From an optimization exercise on the open Yosys and OpenROAD flow, aimed at small area, a short achievable clock period and few clock cycles per item; shortcuts taken in it are not production practice.
The RTL was checked by simulation tests, not by an equivalence proof against the original design.
Power and IR drop assume default switching activity.

==> flow/design.v (outline; a module is shown in full before it is edited, if it fits) <==
// module alu_seq_core: 2976 lines
module alu_seq_core #(
  parameter int unsigned WIDTH    = 32,
  parameter int unsigned MULT_LAT = 3
) (
  input  logic                 clk,
  input  logic                 reset,
  input  logic                 start,
  input  logic [2:0]           op,
  input  logic [WIDTH-1:0]     A,
  input  logic [WIDTH-1:0]     B,
  output logic                 busy,
  output logic                 done,
  output logic [2*WIDTH-1:0]   result,
  output logic                 err
);
  // ...
==> flow/run.sh <==
#!/bin/bash
# synth_recipe.tcl (not shown) runs the flow's synth.tcl, then flattens the netlist and writes it again
# the make line also repeats each setting of config.mk as NAME=value (left out here)
make -C /OpenROAD-flow-scripts/flow DESIGN_CONFIG=/design/flow/config.mk WORK_HOME=/design/flow/orfs CLKGATE_MAP_FILE= SYNTH_SCRIPT=/design/flow/synth_recipe.tcl finish
==> flow/config.mk <==
export PLATFORM = sky130hd
export DESIGN_NAME = alu_seq_core
export DESIGN_NICKNAME = alu_seq_core
export VERILOG_FILES = /design/flow/design.v
export SDC_FILE = /design/flow/constraint.sdc
export NUM_CORES = 4
export LEC_CHECK = 0
export CAP_MARGIN = 20
export CORE_MARGIN = 2
export CORE_UTILIZATION = 40
export SETUP_SLACK_MARGIN = 5
export SLEW_MARGIN = 20
==> flow/constraint.sdc <==
create_clock -name core_clock -period 9.0 [get_ports {clk}]
set_input_delay 1.8000 -clock core_clock [delete_from_list [all_inputs] [get_ports {clk}]]
set_output_delay 1.8000 -clock core_clock [all_outputs]
set_load 0.01 [all_outputs]
==> flow_summary.yaml, run 1 <==
worst_setup_path:
  cp_num_cells: 10
  r2r_slack_ps: 4890
  crit_buf_inv: 2
  cp-start-kind: "flop"
min_path:
  min_from: "ill2"
  min_path_type: "flop to flop"
final_layout:
  clock_buffers: 54
  dominant_cells: "multi-input gates"
  seq_area_frac: 0.1614
  nMultiInputCombCells: 2550
  final-instance-count-excl-fill: 4788
  mostFrequentLayoutCells: "a22oi_1, fa_1, inv_1"
global_routing:
  grtUsageTotal: 0.2921
  antenna_found_initial: 3
  grt_pass1_vias: 28940
  grt_util_met2: 0.4098
  grt.met3_usage: 0.1248
clocking:
  cts-root-buf: "clkbuf_16"
  cts_hold_buf: 0
synth:
  synth_cell_types: 72
  syn_inst: 3552
  yosysTopAreaCell: "fa_1"
  synth_common_cells: "a22oi_1, fa_1, inv_1"
drt:
  dr_wl_met3_um: 19230
  highest_layer: "met5"
  ant_nets: 0
floorplanning:
  core_area_um2: 85410
  dieArea_um2: 88710
sta:
  tightest_slew_ps: 975.8
status:
  status: "no timing/DRC/antenna violations"
power_and_ir_drop:
  internal_power_mw: 4.641
  combinationalPower_mw: 4.31
placed_design:
  post_dp_cell_area_um2: 36610
Testbench counts, summed over its fixed seeds: cycles 24,024, items 24,000.
==> run 2: changes to the inputs <==
--- a/flow/design.v
+++ b/flow/design.v
@@ -65,38 +65,41 @@
     nop1 <= is_nop;
     ill1 <= is_ill;
     ax1  <= ax_d;
     y1   <= y_d;
     x1_1 <= x1_d;
     x2_1 <= x2_d;
     neg1 <= neg_d;
   end
-  logic [63:0] tree_s, tree_c;
   logic        v2, nop2, ill2;
-  logic [63:0] s2, c2;
+  logic [63:0] cs0_d, cs0_q;
+  logic [63:0] cs1_d, cs1_q;
+  logic [63:0] cs2_d, cs2_q;
+  logic [63:0] fin_s, fin_c;
   always_ff @(posedge clk or posedge reset) begin
     if (reset) v2 <= 1'b0;
     else       v2 <= v1;
   end
   always_ff @(posedge clk) begin
     nop2 <= nop1;
     ill2 <= ill1;
-    s2   <= tree_s;
-    c2   <= tree_c;
+    cs0_q <= cs0_d;
+    cs1_q <= cs1_d;
+    cs2_q <= cs2_d;
   end
   always_ff @(posedge clk or posedge reset) begin
     if (reset) begin
       done   <= 1'b0;
       err    <= 1'b0;
       result <= '0;
     end else begin
       done <= v2;
       err  <= ill2;
-      if (v2 && !nop2) result <= s2 + c2;
+      if (v2 && !nop2) result <= fin_s + fin_c;
     end
   end
   logic pp1;
   logic pp2;
   logic pp3;
   logic pp4;
   logic pp5;
   logic pp6;
@@ -2900,77 +2903,78 @@
   assign {fc1554, fs1553} = 2'b0 + fc1426 + fc1428 + fs1429;
   assign {fc1556, fs1555} = 2'b0 + fc1430 + fc1432 + fs1433;
   assign {fc1558, fs1557} = 2'b0 + fc1434 + fc1436 + fs1437;
   assign {fc1560, fs1559} = 2'b0 + fc1438 + hc1440 + fs1441;
   assign {fc1562, fs1561} = 2'b0 + fc1442 + hs1443 + pp573;
   assign {fc1564, fs1563} = 2'b0 + hc1444 + nn510 + pp542;
   assign hs1565 = pp543 ^ pp575;
   assign hc1566 = pp543 & pp575;
-  assign hs1567 = pp1 ^ neg1[0];
-  assign hc1568 = pp1 & neg1[0];
-  assign hs1569 = pp2 ^ y1[1];
-  assign hc1570 = pp2 & y1[1];
-  assign {fc1572, fs1571} = 2'b0 + hs1445 + neg1[1] + y1[2];
-  assign {fc1574, fs1573} = 2'b0 + hc1446 + hs1447 + y1[3];
-  assign {fc1576, fs1575} = 2'b0 + hc1448 + fs1449 + y1[4];
-  assign {fc1578, fs1577} = 2'b0 + fc1450 + fs1451 + y1[5];
-  assign {fc1580, fs1579} = 2'b0 + fc1452 + fs1453 + y1[6];
-  assign {fc1582, fs1581} = 2'b0 + fc1454 + fs1455 + hs1235;
-  assign {fc1584, fs1583} = 2'b0 + fc1456 + fs1457 + fs1239;
-  assign {fc1586, fs1585} = 2'b0 + fc1458 + fs1459 + fs1243;
-  assign {fc1588, fs1587} = 2'b0 + fc1460 + fs1461 + fs1247;
-  assign {fc1590, fs1589} = 2'b0 + fc1462 + fs1463 + fs1251;
-  assign {fc1592, fs1591} = 2'b0 + fc1464 + fs1465 + fs1255;
-  assign {fc1594, fs1593} = 2'b0 + fc1466 + fs1467 + fs1259;
-  assign {fc1596, fs1595} = 2'b0 + fc1468 + fs1469 + fs1263;
-  assign {fc1598, fs1597} = 2'b0 + fc1470 + fs1471 + fs1267;
-  assign {fc1600, fs1599} = 2'b0 + fc1472 + fs1473 + fs1271;
-  assign {fc1602, fs1601} = 2'b0 + fc1474 + fs1475 + fs1275;
-  assign {fc1604, fs1603} = 2'b0 + fc1476 + fs1477 + fs1279;
-  assign {fc1606, fs1605} = 2'b0 + fc1478 + fs1479 + fs1283;
-  assign {fc1608, fs1607} = 2'b0 + fc1480 + fs1481 + fs1287;
-  assign {fc1610, fs1609} = 2'b0 + fc1482 + fs1483 + fs1291;
-  assign {fc1612, fs1611} = 2'b0 + fc1484 + fs1485 + fs1295;
-  assign {fc1614, fs1613} = 2'b0 + fc1486 + fs1487 + fs1299;
-  assign {fc1616, fs1615} = 2'b0 + fc1488 + fs1489 + fs1303;
-  assign {fc1618, fs1617} = 2'b0 + fc1490 + fs1491 + fs1307;
-  assign {fc1620, fs1619} = 2'b0 + fc1492 + fs1493 + fs1311;
-  assign {fc1622, fs1621} = 2'b0 + fc1494 + fs1495 + fs1315;
-  assign {fc1624, fs1623} = 2'b0 + fc1496 + fs1497 + fs1319;
-  assign {fc1626, fs1625} = 2'b0 + fc1498 + fs1499 + fs1323;
-  assign {fc1628, fs1627} = 2'b0 + fc1500 + fs1501 + fs1327;
-  assign {fc1630, fs1629} = 2'b0 + fc1502 + fs1503 + fs1331;
-  assign {fc1632, fs1631} = 2'b0 + fc1504 + fs1505 + fs1335;
-  assign {fc1634, fs1633} = 2'b0 + fc1506 + fs1507 + fs1339;
-  assign {fc1636, fs1635} = 2'b0 + fc1508 + fs1509 + fs1343;
-  assign {fc1638, fs1637} = 2'b0 + fc1510 + fs1511 + fs1347;
-  assign {fc1640, fs1639} = 2'b0 + fc1512 + fs1513 + fs1351;
-  assign {fc1642, fs1641} = 2'b0 + fc1514 + fs1515 + fs1355;
-  assign {fc1644, fs1643} = 2'b0 + fc1516 + fs1517 + fs1359;
-  assign {fc1646, fs1645} = 2'b0 + fc1518 + fs1519 + fs1363;
-  assign {fc1648, fs1647} = 2'b0 + fc1520 + fs1521 + fs1367;
-  assign {fc1650, fs1649} = 2'b0 + fc1522 + fs1523 + fs1371;
-  assign {fc1652, fs1651} = 2'b0 + fc1524 + fs1525 + fs1375;
-  assign {fc1654, fs1653} = 2'b0 + fc1526 + fs1527 + fs1379;
-  assign {fc1656, fs1655} = 2'b0 + fc1528 + fs1529 + fs1383;
-  assign {fc1658, fs1657} = 2'b0 + fc1530 + fs1531 + fs1387;
-  assign {fc1660, fs1659} = 2'b0 + fc1532 + fs1533 + fs1391;
-  assign {fc1662, fs1661} = 2'b0 + fc1534 + fs1535 + fs1395;
-  assign {fc1664, fs1663} = 2'b0 + fc1536 + fs1537 + fs1399;
-  assign {fc1666, fs1665} = 2'b0 + fc1538 + fs1539 + fs1403;
-  assign {fc1668, fs1667} = 2'b0 + fc1540 + fs1541 + fs1407;
-  assign {fc1670, fs1669} = 2'b0 + fc1542 + fs1543 + fs1411;
-  assign {fc1672, fs1671} = 2'b0 + fc1544 + fs1545 + fs1415;
-  assign {fc1674, fs1673} = 2'b0 + fc1546 + fs1547 + fs1419;
-  assign {fc1676, fs1675} = 2'b0 + fc1548 + fs1549 + fs1423;
-  assign {fc1678, fs1677} = 2'b0 + fc1550 + fs1551 + fs1427;
-  assign {fc1680, fs1679} = 2'b0 + fc1552 + fs1553 + fs1431;
-  assign {fc1682, fs1681} = 2'b0 + fc1554 + fs1555 + fs1435;
-  assign {fc1684, fs1683} = 2'b0 + fc1556 + fs1557 + hs1439;
-  assign {fc1686, fs1685} = 2'b0 + fc1558 + fs1559 + pp572;
-  assign {fc1688, fs1687} = 2'b0 + fc1560 + fs1561 + 1'b1;
-  assign {fc1690, fs1689} = 2'b0 + fc1562 + fs1563 + pp574;
-  assign {fc1692, fs1691} = 2'b0 + fc1564 + hs1565 + 1'b1;
-  assign {fc1694, fs1693} = 2'b0 + hc1566 + nn544 + pp576;
-  assign tree_s = {fc1692, fc1690, fc1688, fc1686, fc1684, fc1682, fc1680, fc1678, fc1676, fc1674, fc1672, fc1670, fc1668, fc1666, fc1664, fc1662, fc1660, fc1658, fc1656, fc1654, fc1652, fc1650, fc1648, fc1646, fc1644, fc1642, fc1640, fc1638, fc1636, fc1634, fc1632, fc1630, fc1628, fc1626, fc1624, fc1622, fc1620, fc1618, fc1616, fc1614, fc1612, fc1610, fc1608, fc1606, fc1604, fc1602, fc1600, fc1598, fc1596, fc1594, fc1592, fc1590, fc1588, fc1586, fc1584, fc1582, fc1580, fc1578, fc1576, fc1574, fc1572, hc1570, hc1568, hs1567};
-  assign tree_c = {fs1693, fs1691, fs1689, fs1687, fs1685, fs1683, fs1681, fs1679, fs1677, fs1675, fs1673, fs1671, fs1669, fs1667, fs1665, fs1663, fs1661, fs1659, fs1657, fs1655, fs1653, fs1651, fs1649, fs1647, fs1645, fs1643, fs1641, fs1639, fs1637, fs1635, fs1633, fs1631, fs1629, fs1627, fs1625, fs1623, fs1621, fs1619, fs1617, fs1615, fs1613, fs1611, fs1609, fs1607, fs1605, fs1603, fs1601, fs1599, fs1597, fs1595, fs1593, fs1591, fs1589, fs1587, fs1585, fs1583, fs1581, fs1579, fs1577, fs1575, fs1573, fs1571, hs1569, y1[0]};
+  assign cs0_d = {hc1566, fc1564, fc1562, fc1560, fc1558, fc1556, fc1554, fc1552, fc1550, fc1548, fc1546, fc1544, fc1542, fc1540, fc1538, fc1536, fc1534, fc1532, fc1530, fc1528, fc1526, fc1524, fc1522, fc1520, fc1518, fc1516, fc1514, fc1512, fc1510, fc1508, fc1506, fc1504, fc1502, fc1500, fc1498, fc1496, fc1494, fc1492, fc1490, fc1488, fc1486, fc1484, fc1482, fc1480, fc1478, fc1476, fc1474, fc1472, fc1470, fc1468, fc1466, fc1464, fc1462, fc1460, fc1458, fc1456, fc1454, fc1452, fc1450, hc1448, hc1446, hs1445, pp2, pp1};
+  assign cs1_d = {nn544, hs1565, fs1563, fs1561, fs1559, fs1557, fs1555, fs1553, fs1551, fs1549, fs1547, fs1545, fs1543, fs1541, fs1539, fs1537, fs1535, fs1533, fs1531, fs1529, fs1527, fs1525, fs1523, fs1521, fs1519, fs1517, fs1515, fs1513, fs1511, fs1509, fs1507, fs1505, fs1503, fs1501, fs1499, fs1497, fs1495, fs1493, fs1491, fs1489, fs1487, fs1485, fs1483, fs1481, fs1479, fs1477, fs1475, fs1473, fs1471, fs1469, fs1467, fs1465, fs1463, fs1461, fs1459, fs1457, fs1455, fs1453, fs1451, fs1449, hs1447, neg1[1], y1[1], neg1[0]};
+  assign cs2_d = {pp576, 1'b1, pp574, 1'b1, pp572, hs1439, fs1435, fs1431, fs1427, fs1423, fs1419, fs1415, fs1411, fs1407, fs1403, fs1399, fs1395, fs1391, fs1387, fs1383, fs1379, fs1375, fs1371, fs1367, fs1363, fs1359, fs1355, fs1351, fs1347, fs1343, fs1339, fs1335, fs1331, fs1327, fs1323, fs1319, fs1315, fs1311, fs1307, fs1303, fs1299, fs1295, fs1291, fs1287, fs1283, fs1279, fs1275, fs1271, fs1267, fs1263, fs1259, fs1255, fs1251, fs1247, fs1243, fs1239, hs1235, y1[6], y1[5], y1[4], y1[3], y1[2], 1'b0, y1[0]};
+  assign {hc1568, hs1567} = 2'b0 + cs0_q[0] + cs1_q[0];
+  assign {hc1570, hs1569} = 2'b0 + cs0_q[1] + cs1_q[1];
+  assign {fc1572, fs1571} = 2'b0 + cs0_q[2] + cs1_q[2] + cs2_q[2];
+  assign {fc1574, fs1573} = 2'b0 + cs0_q[3] + cs1_q[3] + cs2_q[3];
+  assign {fc1576, fs1575} = 2'b0 + cs0_q[4] + cs1_q[4] + cs2_q[4];
+  assign {fc1578, fs1577} = 2'b0 + cs0_q[5] + cs1_q[5] + cs2_q[5];
+  assign {fc1580, fs1579} = 2'b0 + cs0_q[6] + cs1_q[6] + cs2_q[6];
+  assign {fc1582, fs1581} = 2'b0 + cs0_q[7] + cs1_q[7] + cs2_q[7];
+  assign {fc1584, fs1583} = 2'b0 + cs0_q[8] + cs1_q[8] + cs2_q[8];
+  assign {fc1586, fs1585} = 2'b0 + cs0_q[9] + cs1_q[9] + cs2_q[9];
+  assign {fc1588, fs1587} = 2'b0 + cs0_q[10] + cs1_q[10] + cs2_q[10];
+  assign {fc1590, fs1589} = 2'b0 + cs0_q[11] + cs1_q[11] + cs2_q[11];
+  assign {fc1592, fs1591} = 2'b0 + cs0_q[12] + cs1_q[12] + cs2_q[12];
+  assign {fc1594, fs1593} = 2'b0 + cs0_q[13] + cs1_q[13] + cs2_q[13];
+  assign {fc1596, fs1595} = 2'b0 + cs0_q[14] + cs1_q[14] + cs2_q[14];
+  assign {fc1598, fs1597} = 2'b0 + cs0_q[15] + cs1_q[15] + cs2_q[15];
+  assign {fc1600, fs1599} = 2'b0 + cs0_q[16] + cs1_q[16] + cs2_q[16];
+  assign {fc1602, fs1601} = 2'b0 + cs0_q[17] + cs1_q[17] + cs2_q[17];
+  assign {fc1604, fs1603} = 2'b0 + cs0_q[18] + cs1_q[18] + cs2_q[18];
+  assign {fc1606, fs1605} = 2'b0 + cs0_q[19] + cs1_q[19] + cs2_q[19];
+  assign {fc1608, fs1607} = 2'b0 + cs0_q[20] + cs1_q[20] + cs2_q[20];
+  assign {fc1610, fs1609} = 2'b0 + cs0_q[21] + cs1_q[21] + cs2_q[21];
+  assign {fc1612, fs1611} = 2'b0 + cs0_q[22] + cs1_q[22] + cs2_q[22];
+  assign {fc1614, fs1613} = 2'b0 + cs0_q[23] + cs1_q[23] + cs2_q[23];
+  assign {fc1616, fs1615} = 2'b0 + cs0_q[24] + cs1_q[24] + cs2_q[24];
+  assign {fc1618, fs1617} = 2'b0 + cs0_q[25] + cs1_q[25] + cs2_q[25];
+  assign {fc1620, fs1619} = 2'b0 + cs0_q[26] + cs1_q[26] + cs2_q[26];
+  assign {fc1622, fs1621} = 2'b0 + cs0_q[27] + cs1_q[27] + cs2_q[27];
+  assign {fc1624, fs1623} = 2'b0 + cs0_q[28] + cs1_q[28] + cs2_q[28];
+  assign {fc1626, fs1625} = 2'b0 + cs0_q[29] + cs1_q[29] + cs2_q[29];
+  assign {fc1628, fs1627} = 2'b0 + cs0_q[30] + cs1_q[30] + cs2_q[30];
+  assign {fc1630, fs1629} = 2'b0 + cs0_q[31] + cs1_q[31] + cs2_q[31];
+  assign {fc1632, fs1631} = 2'b0 + cs0_q[32] + cs1_q[32] + cs2_q[32];
+  assign {fc1634, fs1633} = 2'b0 + cs0_q[33] + cs1_q[33] + cs2_q[33];
+  assign {fc1636, fs1635} = 2'b0 + cs0_q[34] + cs1_q[34] + cs2_q[34];
+  assign {fc1638, fs1637} = 2'b0 + cs0_q[35] + cs1_q[35] + cs2_q[35];
+  assign {fc1640, fs1639} = 2'b0 + cs0_q[36] + cs1_q[36] + cs2_q[36];
+  assign {fc1642, fs1641} = 2'b0 + cs0_q[37] + cs1_q[37] + cs2_q[37];
+  assign {fc1644, fs1643} = 2'b0 + cs0_q[38] + cs1_q[38] + cs2_q[38];
+  assign {fc1646, fs1645} = 2'b0 + cs0_q[39] + cs1_q[39] + cs2_q[39];
+  assign {fc1648, fs1647} = 2'b0 + cs0_q[40] + cs1_q[40] + cs2_q[40];
+  assign {fc1650, fs1649} = 2'b0 + cs0_q[41] + cs1_q[41] + cs2_q[41];
+  assign {fc1652, fs1651} = 2'b0 + cs0_q[42] + cs1_q[42] + cs2_q[42];
+  assign {fc1654, fs1653} = 2'b0 + cs0_q[43] + cs1_q[43] + cs2_q[43];
+  assign {fc1656, fs1655} = 2'b0 + cs0_q[44] + cs1_q[44] + cs2_q[44];
+  assign {fc1658, fs1657} = 2'b0 + cs0_q[45] + cs1_q[45] + cs2_q[45];
+  assign {fc1660, fs1659} = 2'b0 + cs0_q[46] + cs1_q[46] + cs2_q[46];
+  assign {fc1662, fs1661} = 2'b0 + cs0_q[47] + cs1_q[47] + cs2_q[47];
+  assign {fc1664, fs1663} = 2'b0 + cs0_q[48] + cs1_q[48] + cs2_q[48];
+  assign {fc1666, fs1665} = 2'b0 + cs0_q[49] + cs1_q[49] + cs2_q[49];
+  assign {fc1668, fs1667} = 2'b0 + cs0_q[50] + cs1_q[50] + cs2_q[50];
+  assign {fc1670, fs1669} = 2'b0 + cs0_q[51] + cs1_q[51] + cs2_q[51];
+  assign {fc1672, fs1671} = 2'b0 + cs0_q[52] + cs1_q[52] + cs2_q[52];
+  assign {fc1674, fs1673} = 2'b0 + cs0_q[53] + cs1_q[53] + cs2_q[53];
+  assign {fc1676, fs1675} = 2'b0 + cs0_q[54] + cs1_q[54] + cs2_q[54];
+  assign {fc1678, fs1677} = 2'b0 + cs0_q[55] + cs1_q[55] + cs2_q[55];
+  assign {fc1680, fs1679} = 2'b0 + cs0_q[56] + cs1_q[56] + cs2_q[56];
+  assign {fc1682, fs1681} = 2'b0 + cs0_q[57] + cs1_q[57] + cs2_q[57];
+  assign {fc1684, fs1683} = 2'b0 + cs0_q[58] + cs1_q[58] + cs2_q[58];
+  assign {fc1686, fs1685} = 2'b0 + cs0_q[59] + cs1_q[59] + cs2_q[59];
+  assign {fc1688, fs1687} = 2'b0 + cs0_q[60] + cs1_q[60] + cs2_q[60];
+  assign {fc1690, fs1689} = 2'b0 + cs0_q[61] + cs1_q[61] + cs2_q[61];
+  assign {fc1692, fs1691} = 2'b0 + cs0_q[62] + cs1_q[62] + cs2_q[62];
+  assign {fc1694, fs1693} = 2'b0 + cs0_q[63] + cs1_q[63] + cs2_q[63];
+  assign fin_s = {fc1692, fc1690, fc1688, fc1686, fc1684, fc1682, fc1680, fc1678, fc1676, fc1674, fc1672, fc1670, fc1668, fc1666, fc1664, fc1662, fc1660, fc1658, fc1656, fc1654, fc1652, fc1650, fc1648, fc1646, fc1644, fc1642, fc1640, fc1638, fc1636, fc1634, fc1632, fc1630, fc1628, fc1626, fc1624, fc1622, fc1620, fc1618, fc1616, fc1614, fc1612, fc1610, fc1608, fc1606, fc1604, fc1602, fc1600, fc1598, fc1596, fc1594, fc1592, fc1590, fc1588, fc1586, fc1584, fc1582, fc1580, fc1578, fc1576, fc1574, fc1572, hc1570, hc1568, hs1567};
+  assign fin_c = {fs1693, fs1691, fs1689, fs1687, fs1685, fs1683, fs1681, fs1679, fs1677, fs1675, fs1673, fs1671, fs1669, fs1667, fs1665, fs1663, fs1661, fs1659, fs1657, fs1655, fs1653, fs1651, fs1649, fs1647, fs1645, fs1643, fs1641, fs1639, fs1637, fs1635, fs1633, fs1631, fs1629, fs1627, fs1625, fs1623, fs1621, fs1619, fs1617, fs1615, fs1613, fs1611, fs1609, fs1607, fs1605, fs1603, fs1601, fs1599, fs1597, fs1595, fs1593, fs1591, fs1589, fs1587, fs1585, fs1583, fs1581, fs1579, fs1577, fs1575, fs1573, fs1571, hs1569, cs2_q[0]};
 endmodule
==> run 2 against run 1 <==
  * Clock skew is 35 ps higher
  * Highest routed layer unchanged
  * Fmax up 3.0%
  * Still clean on timing, DRC and antenna
  * Core utilization shrank 4.5 points
==> flow_summary.yaml, run 2 <==
status:
  status: "no timing/DRC/antenna violations"
synth:
  yosysTopAreaCell: "fa_1"
  synth.area.top_cells: "fa_1, dfxtp_1, a22oi_1"
  synth_ff_type: "dfxtp_1"
  netlist.area_leader.share: 0.2712
  async_flop_share: 0.1818
  synth_cell_types: 68
  syn_area_um2: 35870
  ys_seq_area_frac: 0.2182
  synth_fp_nets: 4379
  synth-seq-cells: 374
  synth_common_cells: "a22oi_1, fa_1, inv_1"
  yosys_warnings: 1
  synthMostInstantiatedCell: "a22oi_1"
  synth_edf_count: 0
  avgSynthCellArea_um2: 9.815
  syn_inst: 3655
global_routing:
  antenna_found_initial: 4
  grt_max_degree: 70
  grt_pass1_vias: 29190
  gr-total-overflow: 0
  grt_pass1_wl_um: 186200
  grtUsageTotal: 0.2706
sta:
  fin_setup_tns_ps: 0
  period_needed_ps: 3992
  max_freq_mhz: 250.5
  tightest_slew_ps: 1103
  rsz0062_at_grt: "true"
  finalCritPeriodShare: 0.4435
  fin_skew_ps: 68.25
  hold_viol_final: 0
  drv_slew: 0
  setup-violations-final: 0
  max_slew_margin: 0.2590
worst_setup_path:
  critPathRequiredTime_ps: 9480
  crit_type: "flop to flop"
  r2r_slack_ps: 5010
  worstSetupStartpoint: "x2_1[3]"
  timing.critical_path.to_type: "flop"
  r2r_start: "x2_1[3]"
  cp-start-kind: "flop"
  reg2reg_depth: 9
  regToRegEndpoint: "cs1_q[33]"
  critPathMaxFanout: 32
  crit_arrival_ps: 4470
floorplanning:
  core_area_um2: 88650
  die_w_um: 303.5
  dieArea_um2: 92100
  fp.dieH_um: 303.5
  start_util: 0.4047
  rows: 109
  ios: 137
drt:
  dr_total_vias: 28060
  drt_iter0_drc: 3066
  viasPerCell: 5.893
  drtPass1Iterations: 9
  route.detailed.drc: 0
  wl_per_cell_um: 26.07
  ant_nets: 0
  finalWirelength_um: 124100
clocking:
  clock_sinks: 374
  cts_hold_buf: 0
  cts_tree: "done"
  clk_pin_slew_ps: 60
  cts_buffers: 46
  cts-root-buf: "clkbuf_16"
  clockBufferDepth: 3
  clk_latency_ps: 650
  htree_levels: 2
final_layout:
  multi_input_area_um2: 25470
  largestRegisters: "cs0_q x64, cs1_q x64, result x64"
  mostFrequentLayoutCells: "a22oi_1, fa_1, inv_1"
  fin_nets: 4283
  fin_area_um2: 39790
  mostFrequentLayoutCell: "a22oi_1"
  syn_to_final_growth_pct: 10.91
  fillers: 8439
  fin_util: 0.4489
  drive_gt1_frac: 0.06704
  ff_latch_area_um2: 7938
min_path:
  whs_endpoint: "cs1_q[1]"
  min_delay_path_depth: 0
  min_from: "y1[1]"
  min_path_type: "flop to flop"
power_and_ir_drop:
  peakVddDrop_uv: 145.4
  power_density_nw_per_um2: 228.8
  leakagePower_nw: 15.86
placed_design:
  dp_hpwl_um: 78320
  post_dp_cell_area_um2: 37940
  gp_congestion: 0.8970
  port_buffers: 135
run:
  cap_violations: 0
run 2: cell families (layout without fill, tap and decap cells):
logic type,Yosys count,after routing,synth area share
other,1,2,0.0001045
muxes,44,44,0.01252
adders and majority gates,654,654,0.3298
buffers and inverters,704,644,0.07429
DFF,374,374,0.2182
xor gates and xnor gates,583,583,0.1423
and+or+nand+nor,444,444,0.05818
AOI/OAI and AO/OA,851,851,0.1646
run 2: how the worst max path moves through the flow:
| stage | to | cells past startpoint |
|---|---|---|
| 2_1_floorplan | cs1_q[36] | 10 |
| 3_3_place_gp | neg1[8] | 5 |
| 3_5_place_dp | neg1[6] | 5 |
| 4_1_cts | cs1_q[26] | 8 |
| 5_1_grt | cs1_q[33] | 9 |
| 6_report | cs1_q[33] | 9 |
run 2: cell type report:
cell class                 instances  share of cell area
inverter                         354             0.03340
tap                             1165             0.03663
multi-input combinational       2577              0.6401
timing repair buffer             206             0.04997
antenna                            1          0.00006289
clock inverter                    25            0.007610
sequential                       374              0.1995
clock buffer                      59             0.03270
run 2: per-stage QoR:
stage,cells,setup slack (ps),power [mW],hold slack [ps]
floorplan,3655,5043,5.369,309.6
global placement,4675,4357,7.019,313.3
detailed placement,4675,4354,7.083,314.4
CTS,4759,5003,9.060,328.0
global route,4760,4982,9.742,336.2
finish,4761,5008,9.103,328.0
run 2: layer usage:
metal,vias up,wire length [um],track usage
li1,11970,-,-
met1,13860,51500,0.3720
met2,1843,51260,0.3902
met3,381,16420,0.09667
met4,4,4893,0.09886
met5,-,64,0.003623
run 2: what timing repair did:
item / in CTS / in global routing
cloned: 0 / 0
endpoints found under the setup margin: 47 / 46
setup buffers: 0 / 1
gates resized for setup: 20 / 42
pin swaps: 1 / 3
run 2: critical path: stages (launching register included):
cell and delay, ps:
dfxtp_1 310, buf_4 460, a22oi_1 210, xor2_1 210, fa_1 530, fa_1 470
fa_1 640, inv_1 100, fa_1 440, fa_1 420
run 2: power by group:
group / switching [mW] / leakage [nW] / total (mW) / internal, mW
sequential: 0.302 / 3.38 / 2.36 / 2.06
clock: 0.809 / 0.780 / 1.93 / 1.12
combinational: 2.89 / 11.7 / 4.81 / 1.91
Testbench counts of run 2, summed over its fixed seeds: cycles 24,024, items 24,000.

## what the ideal ports hide
The flow's constraints put no driver on any port. The routed layouts listed below were extracted and timed again, unchanged, in two steps.
Step 1: set_driving_cell puts a clkbuf_16 on clk and a buf_2 on each other input, an assumption about the parent block.
Step 2 also shifts input and output timing later by t, the mid clock arrival at the registers, as if the neighbouring blocks saw the same clock.
a / b / c = ideal ports / drivers / drivers and shift; a / b = the first two.
| run | t (ns) | setup slack, ns | worst data-port slew with drivers (ns) |
|---|---|---|---|
| run 1 | 0.657 | 4.889 / 4.889 / 4.647 | 0.09 |
| run 2 | 0.683 | 5.008 / 5.008 / 4.661 | 0.06 |
After both steps every run listed still meets setup and hold. For run 2, which loses most, drivers alone change the setup slack by 0.000 ns; drivers and shift together by -0.347 ns.
